Background: an optimization exercise with open tools, aiming at small area, a short achievable clock period and few clock cycles. Do not read the settings as production practice.
No activity file was given, so power comes from the tool's default toggle rates.

==> job 3985 <==
==> flow/design.v (excerpt) <==
module lc4_superscalar
#(
   parameter logic [15:0] RESET_PC = 16'h8200
) (
   input  wire        gwe,
   input  wire        i_rst_n,
   output wire [15:0] o_cur_pc,
   input  wire [15:0] i_insn_a,
   input  wire [15:0] i_insn_b,
   output wire [15:0] o_dmem_addr,
   input  wire [15:0] i_dmem_data,
   output wire        o_dmem_we,
   output wire [15:0] o_dmem_towrite
);
   logic [15:0] pc;
   logic [15:0] ir;
   logic        init;        
   logic [2:0]  init_cnt;    
   logic [15:0] xa, xb, xs;
   logic [2:0]  x_rd;
   logic        x_we, x_ld, x_st, x_mul, x_sub, x_and, x_or, x_lg_op;
   logic [15:0] mr, msd, mt, mq;   
   logic [2:0]  m_rd;
   logic        m_we, m_ld, m_st, m_mul;
   logic [15:0] rf [0:7];
   wire d_const = ir[15];                                 
   wire d_arith = ~ir[15] & ~ir[14] & ir[12];             
   wire d_logic = ir[14] & ~ir[13];                       
   wire d_ld    = ir[13] & ~ir[12];                       
   wire d_st    = ir[13] & ir[12];                        
   wire d_rr    = (d_arith & ~ir[5]) | d_logic;           
   wire d_addi  = d_arith & ir[5];
   wire d_we    = d_const | d_arith | d_logic | d_ld;
   wire d_mul   = d_arith & ~ir[5] & ir[3];
   wire d_sub   = d_arith & ~ir[5] & ir[4];
   wire d_and   = ~ir[4];                                
   wire d_or    = ir[4] & ~ir[3];
   wire d_use_s = ~ir[15] & (ir[12] | ir[13]);            
   wire [2:0] d_rs = ir[8:6];
   wire [2:0] d_rt = d_st ? ir[11:9] : ir[2:0];
   wire [2:0] d_rd = ir[11:9];
  ...
==> flow/config.mk <==
export PLATFORM = sky130hd
export DESIGN_NAME = lc4_superscalar
export DESIGN_NICKNAME = lc4_superscalar
export VERILOG_FILES = /design/flow/design.v
export SDC_FILE = /design/flow/constraint.sdc
export NUM_CORES = 4
export LEC_CHECK = 0
export ABC_AREA = 1
export CAP_MARGIN = 20
export CORE_MARGIN = 2
export CORE_UTILIZATION = 60
export CTS_BUF_LIST = sky130_fd_sc_hd__clkbuf_8
export PLACE_DENSITY = 0.75
export SETUP_SLACK_MARGIN = 5
export SLEW_MARGIN = 20
==> flow/constraint.sdc <==
create_clock -name core_clock -period 9.0 [get_ports {gwe}]
set_input_delay 1.8000 -clock core_clock [delete_from_list [all_inputs] [get_ports {gwe}]]
set_output_delay 1.8000 -clock core_clock [all_outputs]
set_load 0.01 [all_outputs]
standard.sh (not shown) runs the stock make flow with config.mk's settings and CLKGATE_MAP_FILE= SYNTH_SCRIPT=/design/flow/synth_recipe.tcl, a recipe that flattens the netlist after the stock synthesis.
==> flow/flow/run.sh <==
#!/bin/bash
bash standard.sh SETUP_SLACK_MARGIN=6.1 "CTS_ARGS=-sink_clustering_enable -repair_clock_nets -buf_list sky130_fd_sc_hd__clkbuf_8 -dont_use_dummy_load" finish > standard.log 2>&1
==> job 5847 (differences from job 3985) <==
==> flow/flow/run.sh (replaced) <==
#!/bin/bash
bash standard.sh SETUP_SLACK_MARGIN=6 "CTS_ARGS=-sink_clustering_enable -repair_clock_nets -buf_list sky130_fd_sc_hd__clkbuf_8 -dont_use_dummy_load" finish > standard.log 2>&1
==> run summary <==
| metric | job 3985 | job 5847 |
|---|---|---|
| Run status | timing/DRC/antenna clean | timing/DRC/antenna clean |
| Area of combinational cells with multiple inputs | 0.009782 mm^2 | 0.009673 mm^2 |
| Wire per inst | 20.69 um | 20.76 um |
| Part of the total power dissipated in sequential elements | 0.294 | 0.296 |
| Overall track demand over capacity in global routing | 0.3591 | 0.3596 |
| Count of cells resized by post-cts repair | 330 | 177 |
| Worst hold slack | 0.3539 ns | 0.3545 ns |
| Clock-cell share of area | 0.03189 | 0.03248 |
| Final cell utilization of the core | 0.7049 | 0.6919 |
| Power drawn by the combinational cells | 3.77 mW | 3.69 mW |
| Shortest clock period the worst path allows after layout | 2.970 ns | 2.997 ns |
| Global-route met2 utilization | 0.5673 | 0.5561 |
| Finished Layout Cells | 2759 | 2731 |
| Lkg Pwr | 9.183 nW | 8.893 nW |
| Power per cell area | 327.5 mW/mm^2 | 328.8 mW/mm^2 |
No run of this note included a check of the RTL's function; only the layout flow was run.

==> afterwards: timing with drivers on the ports <==
In the flow no input, the clock included, has a driving cell. The finished layouts below were timed again as built, in two steps.
Step 1 assumes that a clkbuf_16 drives the clock port and a buf_2 every other input.
Step 2 adds t to the input delays and takes it off the output delays; t is the mean of the earliest and latest rising clock arrival at the registers after step 1. Input paths then give back, and output paths get back, about the clock's delay inside the block.
a / b / c = ideal ports / drivers / drivers and shift; a / b = the first two.
run	t (ns)	setup WS [ns]	hold WS [ns]	worst setup path at the end
job 3985	0.600	6.030 / 5.985 / 5.530	0.354 / 0.354 / 0.354	input to register
job 5847	0.601	6.003 / 5.958 / 5.530	0.355 / 0.355 / 0.355	input to register
After both steps setup and hold are still met in every run listed. For job 3985, which loses most, drivers alone change the setup slack by -0.045 ns; drivers and shift together by -0.500 ns.
